From an optimization exercise on the open Yosys and OpenROAD flow, aimed at small area and a short achievable clock period; shortcuts taken in it are not production practice. No functional check of the RTL was part of any run shown here. Power and IR drop assume default switching activity.

==> flow/design.v (outline; a module is shown in full before it is edited, if it fits) <==
// module cpu_alu_shifter: 41 lines
// module cpu_alu: 870 lines
// module cpu_alu_benc: 11 lines
// module cpu_alu_bpp: 11 lines
// module cpu_alu_fa: 10 lines
// module cpu_alu_ha: 9 lines
// module cpu_alu_cpa: 11 lines
module cpu_alu #(
    parameter int WIDTH = pkg_cpu_alu::ALU_WIDTH
) (
    input  logic             clk,
    input  logic             rst,
    input  logic             in_valid,
    input  logic [WIDTH-1:0] a,
    input  logic [WIDTH-1:0] b,
    input  logic [3:0]       oper,
    input  logic [3:0]       flags_in,
    output logic             out_valid,
    output logic [WIDTH-1:0] result,
    output logic [3:0]       flags_out
);
  // ...
==> flow/run.sh <==
#!/bin/bash
# synth_recipe.tcl (not shown) runs the flow's synth.tcl, then flattens the netlist and writes it again
# the make line also repeats each setting of config.mk as NAME=value (left out here)
make -C /OpenROAD-flow-scripts/flow DESIGN_CONFIG=/design/flow/config.mk WORK_HOME=/design/flow/orfs CLKGATE_MAP_FILE= SYNTH_SCRIPT=/design/flow/synth_recipe.tcl finish
==> flow/config.mk <==
export PLATFORM = sky130hd
export DESIGN_NAME = cpu_alu
export DESIGN_NICKNAME = cpu_alu
export VERILOG_FILES = /design/flow/design.v
export SDC_FILE = /design/flow/constraint.sdc
export NUM_CORES = 4
export LEC_CHECK = 0
export CAP_MARGIN = 20
export CORE_MARGIN = 2
export CORE_UTILIZATION = 40
export SLEW_MARGIN = 20
==> flow/constraint.sdc <==
create_clock -name core_clock -period 11.0 [get_ports {clk}]
set_input_delay 2.2000 -clock core_clock [delete_from_list [all_inputs] [get_ports {clk}]]
set_output_delay 2.2000 -clock core_clock [all_outputs]
set_load 0.01 [all_outputs]
==> reports/metrics.yaml, run 1 <==
run_status:
  run_status: "complete, no violations"
timing:
  max_freq_mhz: 97.4
  max_slew_margin_pct: 26.0
  setup_total_negative_slack_ps: 0
  timing.final.setup_violations: 0
detailed_routing:
  met2_length_mm: 44.1
  detail-route-antenna-nets: 0
  routed_wl_mm: 101
  number_of_drc_violations_after_detailed_routing_iteration_0: 3205
  drt_pass1_iterations: 8
  wl_met3_mm: 11.3
yosys:
  synth.mux.area_fraction_pct: 5.61
  ys_ff_latch: 36
  synth_enable_flop_cells: 0
  synth_most_common_cell: "inv_1"
  synthesis.area_per_instance_um2: 7.45
  yosys-top-cells-count: "inv_1 (328), xnor2_1 (321), nand2_1 (276), a22oi_1 (271), clkbuf_1 (231)"
worst_setup_path:
  crit_path_max_incr_delay_ps: 610
  worstSetupEndpointType: "flip-flop"
  crit_path_max_fo: 18
  critical_path.top_delay_family: "compound AO/OA/AOI/OAI gates"
placed_design:
  number_of_placed_instances_taps_included: 3594
clock_tree:
  htree_num_levels: 2
  clock_tree_buf_depth: 2
  tritoncts.num_buffers: 5
  cts_root_buf: "clkbuf_16"
cells_and_area:
  instances_no_fill: 3603
  postLayoutCellArea_mm2: 0.0240
  layout.cells.most_common: "inv_1"
  multi_input_area_share_pct: 77.9
  antennaDiodeCount: 1
  finalNetCount: 3328
  layout.sequential_cells: 36
  biggestRegsByFlops: "r_result x32, r_flags x3, r_valid x1"
global_routing:
  grt-busiest-layer: "met2"
  grt_max_degree: 76
  gr-total-overflow: 0
  initial_antenna_violation_count: 2
min_path:
  hp-start: "rst"
  holdPathEnd: "r_valid"
job:
  number_of_max_cap_violations: 0
power_and_ir_drop:
  switching_share_pct: 55.1
  seq_power_share_pct: 9.0
==> run 2, diff against run 1 <==
--- a/flow/config.mk
+++ b/flow/config.mk
@@ -11 +11,2 @@
 export SLEW_MARGIN = 20
+export SYNTH_HIERARCHICAL = 1
==> reports/metrics.yaml, run 2 <==
yosys:
  share_of_synthesized_area_occupied_by_flip_flops_and_latches_pct: 3.36  # was 3.31%
  synthesis.area_per_instance_um2: 9.03  # was 7.45 um^2
  synth_top_cell_by_area: "fa_1"  # unchanged
  synth_enable_flop_cells: 0  # unchanged
  dominantRegCellSynth: "dfxtp_1"  # unchanged
  post_synth_inst_count: 2378  # was 2922
  ys_ff_latch: 36  # unchanged
  yosys-top-cells-count: "xnor2_1 (312), fa_1 (212), a21oi_1 (162), inv_1 (155), o21ai_0 (148)"  # was inv_1 (328), xnor2_1 (321), nand2_1 (276), a22oi_1 (271), clkbuf_1 (231)
  synth.distinct_cells: 95  # was 79
  synth.cell_area_mm2: 0.0215  # was 0.0218 mm^2
  synth_most_common_cell: "xnor2_1"  # was inv_1
  area_fraction_of_the_dominant_cell_type_after_synthesis_pct: 19.8  # was 18.1%
  post_synth_main_area_contributors: "fa_1 (20%), xnor2_1 (13%), a22oi_2 (7.7%), ha_1 (7.5%), mux2i_1 (5.4%)"  # was fa_1 (18%), xnor2_1 (13%), a22oi_1 (9.3%), ha_1 (8.6%), inv_1 (5.7%)
  synthesis.yosys.warnings: 9  # was 3
  ffs_w_async_s_r_synth_pct: 0  # unchanged
cells_and_area:
  final_cell_mix: "xnor2_1 (312), fa_1 (212), a21oi_1 (160)"  # was inv_1 (328), xnor2_1 (321), nand2_1 (275)
  postLayoutCellArea_mm2: 0.0231  # was 0.0240 mm^2
  layout.cells.most_common: "xnor2_1"  # was inv_1
  fillcell_total: 5212  # was 5487
  finalNetCount: 2812  # was 3328
  largest_register: "r_result"  # unchanged
  syn_to_final_growth_pct: 7.79  # was 10.3%
  fraction_of_final_layout_cells_sized_beyond_drive_strength_1_pct: 14.6  # was 8.53%
  fin_util_pct: 43.9  # was 44.6%
  biggestRegsByFlops: "r_result x32, r_flags x3, r_valid x1"  # unchanged
  flip_flop_count_of_the_largest_register_after_layout: 32  # unchanged
worst_setup_path:
  crit_arrival_ps: 10330  # was 10390 ps
  crit_start: "oper[3]"  # unchanged
  timing_worst_setup_path_type: "primary input to flip-flop"  # unchanged
  worstPathRequired_ps: 11210  # was 11120 ps
  worstSetupEndpointType: "flip-flop"  # unchanged
  crit_path_max_fo: 15  # was 18
  crit_path_start_kind: "primary input"  # unchanged
detailed_routing:
  detail-route-antenna-nets: 0  # unchanged
  wl_per_cell_um: 27.6  # was 28.0 um
  dr_total_vias: 19800  # was 23000
  drt_drc_violations_left: 0  # unchanged
  drt_pass1_iterations: 6  # was 8
  routed_wl_mm: 85.2  # was 101 mm
  number_of_drc_violations_after_detailed_routing_iteration_0: 1859  # was 3205
  route.detailed.vias_per_inst: 6.41  # was 6.38
power_and_ir_drop:
  worst_ir_drop_vdd_mv: 0.0743  # was 0.0984 mV
  p_leak_nw: 9.43  # was 9.81 nW
  p_per_area_mw_per_mm2: 91.6  # was 84.8 mW/mm^2
  total_power_after_layout_mw: 2.12  # was 2.04 mW
job:
  number_of_max_cap_violations: 0  # unchanged
clock_tree:
  cts_resized: 0  # unchanged
  tritoncts.num_buffers: 5  # unchanged
  clock_sink_count: 36  # unchanged
  cts.hold.buffers_added: 0  # unchanged
  htree_num_levels: 2  # unchanged
  cts.reportedPaths.clkPinSlew_ps: 60  # was 50 ps
  cts_root_buf: "clkbuf_16"  # unchanged
  clock_tree_from_tritoncts: "done"  # unchanged
  postCtsSetupRepairBufs: 0  # unchanged
  clock_tree_buf_depth: 2  # unchanged
floorplanning:
  die-area_mm2: 0.0555  # was 0.0563 mm^2
  chipHeight_um: 236  # was 237 um
  initial_utilization_pct: 40.7  # was 40.4%
  boundaryPins: 112  # unchanged
  area_of_the_core_mm2: 0.0528  # was 0.0538 mm^2
  core.rowCount: 84  # was 85
  chipWidth_um: 236  # was 237 um
global_routing:
  initial_antenna_violation_count: 2  # unchanged
  grt_max_degree: 68  # was 76
  grt_usage_pct: 29.9  # was 35.0%
  grt_pass1_vias: 19800  # was 22100
  gr-total-overflow: 0  # unchanged
  first_pass_grt_wire_length_mm: 127  # was 147 mm
min_path:
  timing.hold.worst.class: "primary input to flip-flop"  # unchanged
  hp-start: "rst"  # unchanged
timing:
  report.final.hold_viol_count: 0  # unchanged
  max_slew_margin_pct: 21.9  # was 26.0%
  layout_min_cycle_time_ps: 10120  # was 10270 ps
  timing.final.setup_violations: 0  # unchanged
  timing.final.max_slew_violations: 0  # unchanged
  timing.final.crit_share_pct: 92.0  # was 93.4%
  max_freq_mhz: 98.8  # was 97.4 MHz
  unrepaired_setup_endpoints_after_global_routing: "false"  # unchanged
  max_slew.worst_pin.slew_ps: 1170  # was 1110 ps
  setup_total_negative_slack_ps: 0  # unchanged
placed_design:
  detailedPlacementHpwl_mm: 65.8  # was 79.0 mm
  gp_congestion: 0.957  # was 1.02
  numPortBuffers: 109  # unchanged
  placedInstanceArea_mm2: 0.0230  # was 0.0238 mm^2
run_status:
  run_status: "complete, no violations"  # unchanged
[run 2: cell types whose count changed in the layout (fill, tap and decap cells not counted), moves of 24 or more]
cell	before	now
buf_4	150	92
nor2_1	180	51
nand2_1	275	144
a221oi_1	30	6
a22oi_1	271	132
mux2i_1	29	115
inv_1	328	153
a22oi_2	0	132
a211oi_1	34	5
[run 2: cell families after synthesis]
group | Yosys count | share of synthesized area (%)
compound gates | 756 | 26.5
other cells | 1 | 0.0175
mux | 167 | 10.1
simple gates | 346 | 8.26
buf+inv | 349 | 8.83
flops | 36 | 3.36
xor+xnor | 383 | 15.7
fa+ha+maj | 340 | 27.2
[run 2: metrics by stage]
stage / std cells / hold slack (ps) / setup slack (ps)
after detailed placement: 3077 / 2760 / 678
after floorplan: 2380 / 2270 / 1080
after global routing: 3086 / 2480 / 519
after CTS: 3085 / 2470 / 933
after global placement: 3077 / 2730 / 656
final: 3087 / 2470 / 879
[run 2: final cells by class]
| class | count | area [um^2] | share of cell area (%) |
|---|---|---|---|
| multi-input combinational | 1995 | 19100 | 82.4 |
| clock buffer | 5 | 125 | 0.541 |
| timing repair buffer | 203 | 1770 | 7.65 |
| clock inverter | 3 | 18.8 | 0.0811 |
| inverter | 156 | 586 | 2.53 |
| sequential | 36 | 721 | 3.11 |
| tap | 688 | 861 | 3.72 |
| antenna | 1 | 2.50 | 0.0108 |
[run 2: per-module statistics from Yosys (local to each module, per instance), excerpt]
module / area [um^2] / flip-flops and latches / cells inside / times used
cpu_alu: 4390 / 36 / 642 / 1
cpu_alu_benc: 38.8 / 0 / 6 / 16
cpu_alu_cpa: 2840 / 0 / 405 / 1
cpu_alu_fa: 20.0 / 0 / 1 / 210
cpu_alu_ha: 12.5 / 0 / 1 / 30
cpu_alu_shifter: 3230 / 0 / 368 / 1
[run 2: critical path, cell delays in order]
cell             delay (ps)
clkdlybuf4s50_1         410
nand2b_1                230
nor3b_4                 350
nand2_1                 240
o31ai_4                 880
buf_4                   320
a22oi_2                  80
xnor2_1                 200
fa_1                    490
fa_1                    450
fa_1                    450
fa_1                    480
fa_1                    550
a21oi_1                  50
o21ai_0                 150
inv_1                    80
ha_1                    390
a21oi_1                 300
o21bai_1                 90
a21o_1                  260
o211ai_1                270
mux2i_1                 210
o41ai_1                  90
nor2_1                  580
and3_1                  250
o21ai_0                  70
a31oi_1                 180
[run 2: worst paths after layout]
path	cells past startpoint	endpoint	slack, ps
max	27	r_flags[2]	880
min	2	r_valid	2470
[run 2: power by group]
part	total (mW)	leakage, nW	internal, mW	switching [mW]
combinational	1.80	9.06	0.686	1.11
sequential	0.186	0.301	0.173	0.0136
clock	0.137	0.0736	0.0833	0.0532
total	2.12	9.43	0.942	1.18
[run 2: routing by layer]
layer	GRT usage (%)	wire length, um
met1	38.3	33500
met2	47.8	38500
met3	5.01	7750
met4	16.7	5440
met5	0	9
==> module cpu_alu_cpa, before the edit <==
module cpu_alu_cpa (
    input  logic [31:0] i_x,
    input  logic [31:0] i_y,
    input  logic        i_cin,
    output logic [31:0] o_sum,
    output logic        o_cout,
    output logic        o_zero
);
    assign {o_cout, o_sum} = {1'b0, i_x} + {1'b0, i_y} + {32'd0, i_cin};
    assign o_zero = ~|((i_x ^ i_y) ^ {i_x[30:0] | i_y[30:0], i_cin});
endmodule
==> run 3, diff against run 2 <==
--- a/flow/design.v
+++ b/flow/design.v
@@ -987,3 +987,250 @@
 );
-    assign {o_cout, o_sum} = {1'b0, i_x} + {1'b0, i_y} + {32'd0, i_cin};
+    logic [31:0] g;
+    logic [31:0] p;
+    logic [31:0] c;
+    assign g = (i_x & i_y) | {31'd0, (i_x[0] | i_y[0]) & i_cin};
+    assign p = i_x ^ i_y;
+    logic pg0, pp0;
+    assign pg0 = g[1] | (p[1] & g[0]);
+    assign pp0 = p[1] & p[0];
+    logic pg1, pp1;
+    assign pg1 = g[3] | (p[3] & g[2]);
+    assign pp1 = p[3] & p[2];
+    logic pg2, pp2;
+    assign pg2 = g[5] | (p[5] & g[4]);
+    assign pp2 = p[5] & p[4];
+    logic pg3, pp3;
+    assign pg3 = g[7] | (p[7] & g[6]);
+    assign pp3 = p[7] & p[6];
+    logic pg4, pp4;
+    assign pg4 = g[9] | (p[9] & g[8]);
+    assign pp4 = p[9] & p[8];
+    logic pg5, pp5;
+    assign pg5 = g[11] | (p[11] & g[10]);
+    assign pp5 = p[11] & p[10];
+    logic pg6, pp6;
+    assign pg6 = g[13] | (p[13] & g[12]);
+    assign pp6 = p[13] & p[12];
+    logic pg7, pp7;
+    assign pg7 = g[15] | (p[15] & g[14]);
+    assign pp7 = p[15] & p[14];
+    logic pg8, pp8;
+    assign pg8 = g[17] | (p[17] & g[16]);
+    assign pp8 = p[17] & p[16];
+    logic pg9, pp9;
+    assign pg9 = g[19] | (p[19] & g[18]);
+    assign pp9 = p[19] & p[18];
+    logic pg10, pp10;
+    assign pg10 = g[21] | (p[21] & g[20]);
+    assign pp10 = p[21] & p[20];
+    logic pg11, pp11;
+    assign pg11 = g[23] | (p[23] & g[22]);
+    assign pp11 = p[23] & p[22];
+    logic pg12, pp12;
+    assign pg12 = g[25] | (p[25] & g[24]);
+    assign pp12 = p[25] & p[24];
+    logic pg13, pp13;
+    assign pg13 = g[27] | (p[27] & g[26]);
+    assign pp13 = p[27] & p[26];
+    logic pg14, pp14;
+    assign pg14 = g[29] | (p[29] & g[28]);
+    assign pp14 = p[29] & p[28];
+    logic pg15, pp15;
+    assign pg15 = g[31] | (p[31] & g[30]);
+    assign pp15 = p[31] & p[30];
+    logic pg16, pp16;
+    assign pg16 = g[2] | (p[2] & pg0);
+    assign pp16 = p[2] & pp0;
+    logic pg17, pp17;
+    assign pg17 = pg1 | (pp1 & pg0);
+    assign pp17 = pp1 & pp0;
+    logic pg18, pp18;
+    assign pg18 = g[6] | (p[6] & pg2);
+    assign pp18 = p[6] & pp2;
+    logic pg19, pp19;
+    assign pg19 = pg3 | (pp3 & pg2);
+    assign pp19 = pp3 & pp2;
+    logic pg20, pp20;
+    assign pg20 = g[10] | (p[10] & pg4);
+    assign pp20 = p[10] & pp4;
+    logic pg21, pp21;
+    assign pg21 = pg5 | (pp5 & pg4);
+    assign pp21 = pp5 & pp4;
+    logic pg22, pp22;
+    assign pg22 = g[14] | (p[14] & pg6);
+    assign pp22 = p[14] & pp6;
+    logic pg23, pp23;
+    assign pg23 = pg7 | (pp7 & pg6);
+    assign pp23 = pp7 & pp6;
+    logic pg24, pp24;
+    assign pg24 = g[18] | (p[18] & pg8);
+    assign pp24 = p[18] & pp8;
+    logic pg25, pp25;
+    assign pg25 = pg9 | (pp9 & pg8);
+    assign pp25 = pp9 & pp8;
+    logic pg26, pp26;
+    assign pg26 = g[22] | (p[22] & pg10);
+    assign pp26 = p[22] & pp10;
+    logic pg27, pp27;
+    assign pg27 = pg11 | (pp11 & pg10);
+    assign pp27 = pp11 & pp10;
+    logic pg28, pp28;
+    assign pg28 = g[26] | (p[26] & pg12);
+    assign pp28 = p[26] & pp12;
+    logic pg29, pp29;
+    assign pg29 = pg13 | (pp13 & pg12);
+    assign pp29 = pp13 & pp12;
+    logic pg30, pp30;
+    assign pg30 = g[30] | (p[30] & pg14);
+    assign pp30 = p[30] & pp14;
+    logic pg31, pp31;
+    assign pg31 = pg15 | (pp15 & pg14);
+    assign pp31 = pp15 & pp14;
+    logic pg32, pp32;
+    assign pg32 = g[4] | (p[4] & pg17);
+    assign pp32 = p[4] & pp17;
+    logic pg33, pp33;
+    assign pg33 = pg2 | (pp2 & pg17);
+    assign pp33 = pp2 & pp17;
+    logic pg34, pp34;
+    assign pg34 = pg18 | (pp18 & pg17);
+    assign pp34 = pp18 & pp17;
+    logic pg35, pp35;
+    assign pg35 = pg19 | (pp19 & pg17);
+    assign pp35 = pp19 & pp17;
+    logic pg36, pp36;
+    assign pg36 = g[12] | (p[12] & pg21);
+    assign pp36 = p[12] & pp21;
+    logic pg37, pp37;
+    assign pg37 = pg6 | (pp6 & pg21);
+    assign pp37 = pp6 & pp21;
+    logic pg38, pp38;
+    assign pg38 = pg22 | (pp22 & pg21);
+    assign pp38 = pp22 & pp21;
+    logic pg39, pp39;
+    assign pg39 = pg23 | (pp23 & pg21);
+    assign pp39 = pp23 & pp21;
+    logic pg40, pp40;
+    assign pg40 = g[20] | (p[20] & pg25);
+    assign pp40 = p[20] & pp25;
+    logic pg41, pp41;
+    assign pg41 = pg10 | (pp10 & pg25);
+    assign pp41 = pp10 & pp25;
+    logic pg42, pp42;
+    assign pg42 = pg26 | (pp26 & pg25);
+    assign pp42 = pp26 & pp25;
+    logic pg43, pp43;
+    assign pg43 = pg27 | (pp27 & pg25);
+    assign pp43 = pp27 & pp25;
+    logic pg44, pp44;
+    assign pg44 = g[28] | (p[28] & pg29);
+    assign pp44 = p[28] & pp29;
+    logic pg45, pp45;
+    assign pg45 = pg14 | (pp14 & pg29);
+    assign pp45 = pp14 & pp29;
+    logic pg46, pp46;
+    assign pg46 = pg30 | (pp30 & pg29);
+    assign pp46 = pp30 & pp29;
+    logic pg47, pp47;
+    assign pg47 = pg31 | (pp31 & pg29);
+    assign pp47 = pp31 & pp29;
+    logic pg48, pp48;
+    assign pg48 = g[8] | (p[8] & pg35);
+    assign pp48 = p[8] & pp35;
+    logic pg49, pp49;
+    assign pg49 = pg4 | (pp4 & pg35);
+    assign pp49 = pp4 & pp35;
+    logic pg50, pp50;
+    assign pg50 = pg20 | (pp20 & pg35);
+    assign pp50 = pp20 & pp35;
+    logic pg51, pp51;
+    assign pg51 = pg21 | (pp21 & pg35);
+    assign pp51 = pp21 & pp35;
+    logic pg52, pp52;
+    assign pg52 = pg36 | (pp36 & pg35);
+    assign pp52 = pp36 & pp35;
+    logic pg53, pp53;
+    assign pg53 = pg37 | (pp37 & pg35);
+    assign pp53 = pp37 & pp35;
+    logic pg54, pp54;
+    assign pg54 = pg38 | (pp38 & pg35);
+    assign pp54 = pp38 & pp35;
+    logic pg55, pp55;
+    assign pg55 = pg39 | (pp39 & pg35);
+    assign pp55 = pp39 & pp35;
+    logic pg56, pp56;
+    assign pg56 = g[24] | (p[24] & pg43);
+    assign pp56 = p[24] & pp43;
+    logic pg57, pp57;
+    assign pg57 = pg12 | (pp12 & pg43);
+    assign pp57 = pp12 & pp43;
+    logic pg58, pp58;
+    assign pg58 = pg28 | (pp28 & pg43);
+    assign pp58 = pp28 & pp43;
+    logic pg59, pp59;
+    assign pg59 = pg29 | (pp29 & pg43);
+    assign pp59 = pp29 & pp43;
+    logic pg60, pp60;
+    assign pg60 = pg44 | (pp44 & pg43);
+    assign pp60 = pp44 & pp43;
+    logic pg61, pp61;
+    assign pg61 = pg45 | (pp45 & pg43);
+    assign pp61 = pp45 & pp43;
+    logic pg62, pp62;
+    assign pg62 = pg46 | (pp46 & pg43);
+    assign pp62 = pp46 & pp43;
+    logic pg63, pp63;
+    assign pg63 = pg47 | (pp47 & pg43);
+    assign pp63 = pp47 & pp43;
+    logic pg64, pp64;
+    assign pg64 = g[16] | (p[16] & pg55);
+    assign pp64 = p[16] & pp55;
+    logic pg65, pp65;
+    assign pg65 = pg8 | (pp8 & pg55);
+    assign pp65 = pp8 & pp55;
+    logic pg66, pp66;
+    assign pg66 = pg24 | (pp24 & pg55);
+    assign pp66 = pp24 & pp55;
+    logic pg67, pp67;
+    assign pg67 = pg25 | (pp25 & pg55);
+    assign pp67 = pp25 & pp55;
+    logic pg68, pp68;
+    assign pg68 = pg40 | (pp40 & pg55);
+    assign pp68 = pp40 & pp55;
+    logic pg69, pp69;
+    assign pg69 = pg41 | (pp41 & pg55);
+    assign pp69 = pp41 & pp55;
+    logic pg70, pp70;
+    assign pg70 = pg42 | (pp42 & pg55);
+    assign pp70 = pp42 & pp55;
+    logic pg71, pp71;
+    assign pg71 = pg43 | (pp43 & pg55);
+    assign pp71 = pp43 & pp55;
+    logic pg72, pp72;
+    assign pg72 = pg56 | (pp56 & pg55);
+    assign pp72 = pp56 & pp55;
+    logic pg73, pp73;
+    assign pg73 = pg57 | (pp57 & pg55);
+    assign pp73 = pp57 & pp55;
+    logic pg74, pp74;
+    assign pg74 = pg58 | (pp58 & pg55);
+    assign pp74 = pp58 & pp55;
+    logic pg75, pp75;
+    assign pg75 = pg59 | (pp59 & pg55);
+    assign pp75 = pp59 & pp55;
+    logic pg76, pp76;
+    assign pg76 = pg60 | (pp60 & pg55);
+    assign pp76 = pp60 & pp55;
+    logic pg77, pp77;
+    assign pg77 = pg61 | (pp61 & pg55);
+    assign pp77 = pp61 & pp55;
+    logic pg78, pp78;
+    assign pg78 = pg62 | (pp62 & pg55);
+    assign pp78 = pp62 & pp55;
+    logic pg79, pp79;
+    assign pg79 = pg63 | (pp63 & pg55);
+    assign pp79 = pp63 & pp55;
+    assign c = {pg79, pg78, pg77, pg76, pg75, pg74, pg73, pg72, pg71, pg70, pg69, pg68, pg67, pg66, pg65, pg64, pg55, pg54, pg53, pg52, pg51, pg50, pg49, pg48, pg35, pg34, pg33, pg32, pg17, pg16, pg0, g[0]};
+    assign o_sum  = p ^ {c[30:0], i_cin};
+    assign o_cout = c[31];
     assign o_zero = ~|((i_x ^ i_y) ^ {i_x[30:0] | i_y[30:0], i_cin});
--- a/flow/config.mk
+++ b/flow/config.mk
@@ -10,2 +10,3 @@
 export CORE_UTILIZATION = 40
+export SETUP_SLACK_MARGIN = 5
 export SLEW_MARGIN = 20
==> reports/metrics.yaml, run 3 <==
floorplanning:
  area_of_the_core_mm2: 0.0515  # was 0.0528 mm^2
  boundaryPins: 112  # unchanged
  die-area_mm2: 0.0541  # was 0.0555 mm^2
  chipWidth_um: 233  # was 236 um
  core.rowCount: 83  # was 84
  chipHeight_um: 233  # was 236 um
  initial_utilization_pct: 40.6  # was 40.7%
yosys:
  synth_most_common_cell: "xnor2_1"  # unchanged
  synthesis.yosys.warnings: 9  # unchanged
  dominantRegCellSynth: "dfxtp_1"  # unchanged
  share_of_synthesized_area_occupied_by_flip_flops_and_latches_pct: 3.45  # was 3.36%
  post_synth_inst_count: 2268  # was 2378
  synth.cell_area_mm2: 0.0209  # was 0.0215 mm^2
  area_fraction_of_the_dominant_cell_type_after_synthesis_pct: 20.7  # was 19.8%
  yosys-top-cells-count: "xnor2_1 (315), fa_1 (216), inv_1 (152), a21oi_1 (148), o21ai_0 (139)"  # was xnor2_1 (312), fa_1 (212), a21oi_1 (162), inv_1 (155), o21ai_0 (148)
  synthesis.area_per_instance_um2: 9.22  # was 9.03 um^2
  ys_ff_latch: 36  # unchanged
  ffs_w_async_s_r_synth_pct: 0  # unchanged
  synth_top_cell_by_area: "fa_1"  # unchanged
  post_synth_main_area_contributors: "fa_1 (21%), xnor2_1 (13%), a22oi_2 (7.9%), ha_1 (7.6%), mux2i_1 (5.6%)"  # was fa_1 (20%), xnor2_1 (13%), a22oi_2 (7.7%), ha_1 (7.5%), mux2i_1 (5.4%)
  synth_enable_flop_cells: 0  # unchanged
  synth.distinct_cells: 93  # was 95
worst_setup_path:
  crit_buf_inv: 2  # was 3
  crit_path_start_kind: "primary input"  # unchanged
  cp_common_cell: "fa_2"  # was fa_1
  crit_path_max_fo: 12  # was 15
  worst_path_max_delay_cell: "clkdlybuf4s15_1"  # was o31ai_4
  path_depth: 23  # was 27
  worstPathRequired_ps: 11210  # about the same
  timing_worst_setup_path_type: "primary input to flip-flop"  # unchanged
  crit_path_max_incr_delay_ps: 680  # was 880 ps
  crit_start: "b[6]"  # was oper[3]
  worstSetupEndpointType: "flip-flop"  # unchanged
  worstPathCellList: "clkdlybuf4s15_1, xor2_1, and2_2, a22oi_2, xnor2_2, fa_1, fa_2, fa_2, fa_2, fa_1, a21oi_2, o21ai_2, inv_2, ha_4, and4_4, a221oi_4, o21ai_2, o31a_2, mux2i_1, o211ai_1, nor4_1, a21oi_1, a31oi_1"
  crit_arrival_ps: 8920  # was 10330 ps
  critical_path.top_delay_family: "adder cells"  # unchanged
  worstSetupEndpoint: "r_flags[2]"  # unchanged
detailed_routing:
  wl_per_cell_um: 27.6  # about the same
  number_of_drc_violations_after_detailed_routing_iteration_0: 2307  # was 1859
  dr_total_vias: 20000  # was 19800
  detail-route-antenna-nets: 0  # unchanged
  routed_wl_mm: 86.3  # was 85.2 mm
  route.detailed.vias_per_inst: 6.39  # was 6.41
  drt_drc_violations_left: 0  # unchanged
  drt_pass1_iterations: 6  # unchanged
clock_tree:
  clock_sink_count: 36  # unchanged
  cts.reportedPaths.clkPinSlew_ps: 60  # about the same
  clock_tree_from_tritoncts: "done"  # unchanged
  cts.hold.buffers_added: 0  # unchanged
  tritoncts.num_buffers: 5  # unchanged
  cts_root_buf: "clkbuf_16"  # unchanged
  htree_num_levels: 2  # unchanged
  clock_tree_buf_depth: 2  # unchanged
power_and_ir_drop:
  total_power_after_layout_mw: 2.23  # was 2.12 mW
  p_leak_nw: 10.3  # was 9.43 nW
  p_per_area_mw_per_mm2: 88.0  # was 91.6 mW/mm^2
  worst_ir_drop_vdd_mv: 0.0848  # was 0.0743 mV
cells_and_area:
  fraction_of_final_layout_cells_sized_beyond_drive_strength_1_pct: 28.3  # was 14.6%
  biggestRegsByFlops: "r_result x32, r_flags x3, r_valid x1"  # unchanged
  fillcell_total: 4817  # was 5212
  final_cell_mix: "xnor2_1 (282), buf_4 (179), fa_1 (175)"  # was xnor2_1 (312), fa_1 (212), a21oi_1 (160)
  flip_flop_count_of_the_largest_register_after_layout: 32  # unchanged
  syn_to_final_growth_pct: 21.1  # was 7.79%
  largest_register: "r_result"  # unchanged
  finalNetCount: 2869  # was 2812
  layout.cells.most_common: "xnor2_1"  # unchanged
timing:
  timing.final.max_slew_violations: 0  # unchanged
  unrepaired_setup_endpoints_after_global_routing: "true"  # was false
  layout_min_cycle_time_ps: 8710  # was 10120 ps
  timing.final.crit_share_pct: 79.2  # was 92.0%
  report.final.hold_viol_count: 0  # unchanged
  timing.final.setup_violations: 0  # unchanged
  max_freq_mhz: 115  # was 98.8 MHz
  max_slew_margin_pct: 17.6  # was 21.9%
  max_slew.worst_pin.slew_ps: 1240  # was 1170 ps
  setup_total_negative_slack_ps: 0  # unchanged
global_routing:
  grt_usage_pct: 31.0  # was 29.9%
  grt_pass1_vias: 19600  # was 19800
  grt_max_degree: 68  # unchanged
  gr-total-overflow: 0  # unchanged
  first_pass_grt_wire_length_mm: 126  # was 127 mm
  initial_antenna_violation_count: 1  # was 2
placed_design:
  gp_congestion: 0.969  # was 0.957
  detailedPlacementHpwl_mm: 60.3  # was 65.8 mm
  numPortBuffers: 109  # unchanged
min_path:
  timing.hold.worst.class: "primary input to flip-flop"  # unchanged
job:
  number_of_max_cap_violations: 0  # unchanged
run_status:
  run_status: "complete, no violations"  # unchanged
-- run 3: repair_timing --
action,in CTS,in global routing
gates cloned,7,1
buffers inserted,94,56
gates resized for setup,199,123
pin swaps,75,92
setup endpoints to repair,35,33
endpoints found under the hold margin,0,0
-- run 3: layout make-up --
cell class              count  area (um^2)  area share, %
well taps                 680          851           3.36
inverters                 154          626           2.47
multi-input cells        1907        19700           77.7
clock inverters             3         18.8         0.0741
diodes                      1         2.50        0.00988
repair buffers            347         3310           13.1
flip-flops and latches     36          721           2.85
clock buffers               5          125          0.494
-- run 3: per-module statistics from Yosys (local to each module, per instance), excerpt --
module	flops+latches	area [um^2]
cpu_alu_shifter	0	3230
cpu_alu_ha	0	12.5
cpu_alu_cpa	0	2280
cpu_alu_benc	0	38.8
cpu_alu	36	4390
cpu_alu_fa	0	20.0
-- run 3: logic make-up after synthesis --
| group | after synthesis | share of synthesized area [%] |
|---|---|---|
| AOI/OAI and AO/OA | 717 | 26.0 |
| xor gates and xnor gates | 375 | 15.8 |
| adders and majority gates | 343 | 28.3 |
| buffers and inverters | 329 | 8.67 |
| and+or+nand+nor | 300 | 7.46 |
| muxes | 167 | 10.3 |
| DFF | 36 | 3.45 |
| other | 1 | 0.0179 |
-- run 3: where the power goes --
group / leakage [nW] / total (mW) / switching, mW / internal, mW
sequential: 0.301 / 0.183 / 0.0105 / 0.173
combinational: 9.93 / 1.91 / 1.07 / 0.843
clock: 0.0736 / 0.136 / 0.0525 / 0.0832
total: 10.3 / 2.23 / 1.13 / 1.10
-- run 3: metal layers --
metal	vias to the layer above	routed length (um)	part of all wire (%)	global-route usage (%)
met1	10000	34800	40	41.3
met5	-	0	0	0
li1	8511	-	-	-
met4	0	4010	4.6	11.9
met2	1279	38900	45	49.7
met3	217	8610	10	5.55
-- run 3: how the worst min path moves through the flow --
stage | slack [ps] | cells after the start | start | endpoint
2_1_floorplan | 2270 | 1 | rst | r_valid
3_3_place_gp | 2740 | 2 | rst | r_valid
3_5_place_dp | 2750 | 2 | rst | r_valid
4_1_cts | 2470 | 2 | rst | r_valid
5_1_grt | 2470 | 2 | rst | r_valid
6_report | 2460 | 2 | rst | r_valid
-- run 3: through the flow --
step | setup WS [ps] | hold WS, ps | cell area, um^2 | utilization [%] | std cells
final | 2290 | 2460 | 25300 | 49.2 | 3133
after global routing | 2070 | 2470 | 25300 | 49.2 | 3133
after CTS | 2410 | 2470 | 24300 | 47.2 | 3075
after detailed placement | 838 | 2750 | 22600 | 43.9 | 2966
after global placement | 866 | 2740 | 22600 | 43.9 | 2966
after floorplan | 1970 | 2270 | 21300 | - | 2270
==> run 4, diff against run 3 <==
--- a/flow/config.mk
+++ b/flow/config.mk
@@ -10,3 +10,3 @@
 export CORE_UTILIZATION = 40
-export SETUP_SLACK_MARGIN = 5
+export SETUP_SLACK_MARGIN = 3
 export SLEW_MARGIN = 20
==> reports/metrics.yaml, run 4 <==
global_routing:
  grt_pass1_vias: 19400  # was 19600
  grt_usage_pct: 31.2  # was 31.0%
  gr-total-overflow: 0  # unchanged
  grt_max_degree: 68  # unchanged
  initial_antenna_violation_count: 0  # was 1
  first_pass_grt_wire_length_mm: 127  # was 126 mm
cells_and_area:
  largest_register: "r_result"  # unchanged
  finalNetCount: 2844  # was 2869
  fraction_of_final_layout_cells_sized_beyond_drive_strength_1_pct: 25.6  # was 28.3%
  final_cell_mix: "xnor2_1 (299), fa_1 (183), buf_4 (169)"  # was xnor2_1 (282), buf_4 (179), fa_1 (175)
  syn_to_final_growth_pct: 18.6  # was 21.1%
  antennaDiodeCount: 0  # was 1
  postLayoutCellArea_mm2: 0.0248  # was 0.0253 mm^2
  biggestRegsByFlops: "r_result x32, r_flags x3, r_valid x1"  # unchanged
  fillcell_total: 4895  # was 4817
  flip_flop_count_of_the_largest_register_after_layout: 32  # unchanged
  fin_util_pct: 48.1  # was 49.2%
  layout.cells.most_common: "xnor2_1"  # unchanged
min_path:
  holdPathStages: 2  # unchanged
  hp-start: "rst"  # unchanged
  holdPathEnd: "r_valid"  # unchanged
  timing.hold.worst.class: "primary input to flip-flop"  # unchanged
run_status:
  run_status: "complete, no violations"  # unchanged
floorplanning:
  die-area_mm2: 0.0541  # unchanged
  area_of_the_core_mm2: 0.0515  # unchanged
  chipWidth_um: 233  # unchanged
  initial_utilization_pct: 40.6  # unchanged
  chipHeight_um: 233  # unchanged
  core.rowCount: 83  # unchanged
  boundaryPins: 112  # unchanged
yosys:
  area_fraction_of_the_dominant_cell_type_after_synthesis_pct: 20.7  # unchanged
  dominantRegCellSynth: "dfxtp_1"  # unchanged
  post_synth_inst_count: 2268  # unchanged
  ys_ff_latch: 36  # unchanged
  synth.distinct_cells: 93  # unchanged
  synthesis.area_per_instance_um2: 9.22  # unchanged
  ffs_w_async_s_r_synth_pct: 0  # unchanged
  post_synth_main_area_contributors: "fa_1 (21%), xnor2_1 (13%), a22oi_2 (7.9%), ha_1 (7.6%), mux2i_1 (5.6%)"  # unchanged
  synth.cell_area_mm2: 0.0209  # unchanged
  synth_enable_flop_cells: 0  # unchanged
  synth_most_common_cell: "xnor2_1"  # unchanged
  synth_top_cell_by_area: "fa_1"  # unchanged
  synthesis.yosys.warnings: 9  # unchanged
  yosys-top-cells-count: "xnor2_1 (315), fa_1 (216), inv_1 (152), a21oi_1 (148), o21ai_0 (139)"  # unchanged
  share_of_synthesized_area_occupied_by_flip_flops_and_latches_pct: 3.45  # unchanged
worst_setup_path:
  crit_buf_inv: 7  # was 2
  crit_path_max_fo: 8  # was 12
  worstSetupEndpointType: "flip-flop"  # unchanged
  worst_path_max_delay_cell: "fa_1"  # was clkdlybuf4s15_1
  crit_arrival_ps: 8910  # was 8920 ps
  critical_path.top_delay_family: "adder cells"  # unchanged
  worstPathRequired_ps: 11210  # about the same
  crit_path_start_kind: "primary input"  # unchanged
  crit_path_max_incr_delay_ps: 590  # was 680 ps
  timing_worst_setup_path_type: "primary input to flip-flop"  # unchanged
  cp_common_cell: "buf_12"  # was fa_2
detailed_routing:
  dr_total_vias: 19900  # was 20000
  number_of_drc_violations_after_detailed_routing_iteration_0: 2479  # was 2307
  met2_length_mm: 38.5  # was 38.9 mm
  wl_met3_mm: 7.97  # was 8.61 mm
  route.detailed.vias_per_inst: 6.41  # was 6.39
  wl_per_cell_um: 27.7  # was 27.6 um
  detail-route-antenna-nets: 0  # unchanged
  drt_drc_violations_left: 0  # unchanged
  drt_pass1_iterations: 6  # unchanged
  drt-met1-wl_mm: 35.8  # was 34.8 mm
  maxUsedRoutingLayer: "met4"  # unchanged
  routed_wl_mm: 86.1  # was 86.3 mm
clock_tree:
  clock_tree_from_tritoncts: "done"  # unchanged
  htree_num_levels: 2  # unchanged
  cts_root_buf: "clkbuf_16"  # unchanged
  cts.reportedPaths.clkPinSlew_ps: 50  # was 60 ps
  tritoncts.num_buffers: 5  # unchanged
  clock_sink_count: 36  # unchanged
  clock_tree_buf_depth: 2  # unchanged
  cts.hold.buffers_added: 0  # unchanged
timing:
  timing.final.max_slew_violations: 0  # unchanged
  max_freq_mhz: 115  # about the same
  setup_total_negative_slack_ps: 0  # unchanged
  max_slew.worst_pin.slew_ps: 1230  # was 1240 ps
  unrepaired_setup_endpoints_after_global_routing: "true"  # unchanged
  layout_min_cycle_time_ps: 8700  # was 8710 ps
  report.final.hold_viol_count: 0  # unchanged
  timing.final.crit_share_pct: 79.1  # was 79.2%
  timing.final.setup_violations: 0  # unchanged
  max_slew_margin_pct: 18.3  # was 17.6%
placed_design:
  placedInstanceArea_mm2: 0.0227  # was 0.0226 mm^2
  gp_congestion: 0.952  # was 0.969
  detailedPlacementHpwl_mm: 61.0  # was 60.3 mm
  numPortBuffers: 109  # unchanged
power_and_ir_drop:
  p_leak_nw: 10.0  # was 10.3 nW
  p_per_area_mw_per_mm2: 85.8  # was 88.0 mW/mm^2
  worst_ir_drop_vdd_mv: 0.0692  # was 0.0848 mV
job:
  number_of_max_cap_violations: 0  # unchanged
==> run 4: per-layer routing <==
metal,global-route usage (%),vias to the layer above
met5,0,-
met4,12.5,0
met3,4.14,203
met2,49.1,1208
met1,43.0,10000
li1,-,8463
==> run 4: worst max path at each step <==
stage             from         end  slack [ps]  cells past startpoint
5_1_grt        oper[3]  r_flags[2]        2060                     31
6_report       oper[3]  r_flags[2]        2300                     30
4_1_cts        oper[3]  r_flags[2]        2330                     29
2_1_floorplan  oper[1]  r_flags[2]        1970                     30
3_5_place_dp   oper[0]  r_flags[2]         900                     25
3_3_place_gp   oper[0]  r_flags[2]         970                     26
==> run 4: timing repair <==
action,in CTS,in global routing
pin swaps,61,51
hold endpoints to repair,0,0
endpoints found under the setup margin,25,16
setup buffers,76,44
gates cloned,8,0
resized for setup,155,67
==> run 4: through the flow <==
step	setup WS, ps	std cells	power [mW]	hold slack [ps]
detailed placement	899	2971	1.79	2770
global placement	974	2971	1.77	2740
finish	2300	3107	2.13	2460
floorplan	1970	2270	1.24	2270
global route	2060	3107	2.25	2480
CTS	2330	3063	2.01	2470
==> run 4: Yosys stat by module, one instance, submodules excluded, a selection <==
module,cells,area [um^2]
cpu_alu,642,4390
cpu_alu_shifter,368,3230
cpu_alu_cpa,295,2280
cpu_alu_benc,6,38.8
cpu_alu_fa,1,20.0
cpu_alu_ha,1,12.5
==> run 4: logic make-up (layout without fill, tap and decap cells) <==
family	count (synthesis)	after routing	share of synthesized area (%)
AO/OA/AOI/OAI	717	717	26.0
XOR/XNOR	375	375	15.8
adder cells (fa/ha/maj)	343	343	28.3
buffers and inverters	329	486	8.67
flip-flops	36	36	3.45
multiplexers	167	167	10.3
other	1	3	0.0179
AND/OR/NAND/NOR	300	300	7.46
==> run 4: layout make-up <==
type / count / area [um^2] / share of cell area [%]
well taps: 680 / 851 / 3.43
clock buffers: 5 / 125 / 0.505
repair buffers: 324 / 3180 / 12.8
inverters: 154 / 618 / 2.49
clock inverters: 3 / 18.8 / 0.0757
flip-flops and latches: 36 / 721 / 2.91
multi-input cells: 1905 / 19300 / 77.8
==> run 4: power breakdown <==
| part | switching (mW) | internal, mW |
|---|---|---|
| Clock | 0.0557 | 0.0833 |
| Sequential | 0.0104 | 0.173 |
| Combinational | 1.03 | 0.773 |

[port drivers added, routing unchanged]
How much do the figures lean on ideal ports? The routed layouts below were timed once more, with nothing changed but the port constraints.
Step 1 (the two cells are an assumption about what drives the block):
set clk [get_ports {clk}]
set_driving_cell -lib_cell sky130_fd_sc_hd__clkbuf_16 $clk
set_driving_cell -lib_cell sky130_fd_sc_hd__buf_2 [delete_from_list [all_inputs] $clk]
Step 2 times the ports against the registers' clock, not the clock port: input delays grow and output delays shrink by t, the midpoint of the rising clock arrivals with the driver on.
Three values: ideal, step 1, step 2; two values: the first two.
| run | t (ns) | slack for setup (ns) | latest minus earliest clock arrival (ns) |
|---|---|---|---|
| run 1 | 0.297 | 0.729 / 0.728 / 0.431 | 0.002 / 0.001 |
| run 2 | 0.306 | 0.879 / 0.884 / 0.578 | 0.007 / 0.007 |
| run 3 | 0.320 | 2.292 / 2.301 / 1.981 | 0.008 / 0.008 |
| run 4 | 0.322 | 2.300 / 2.295 / 1.973 | 0.004 / 0.004 |
After both steps every run listed still meets setup and hold. For run 4, which loses most, drivers alone change the setup slack by -0.005 ns; drivers and shift together by -0.327 ns.
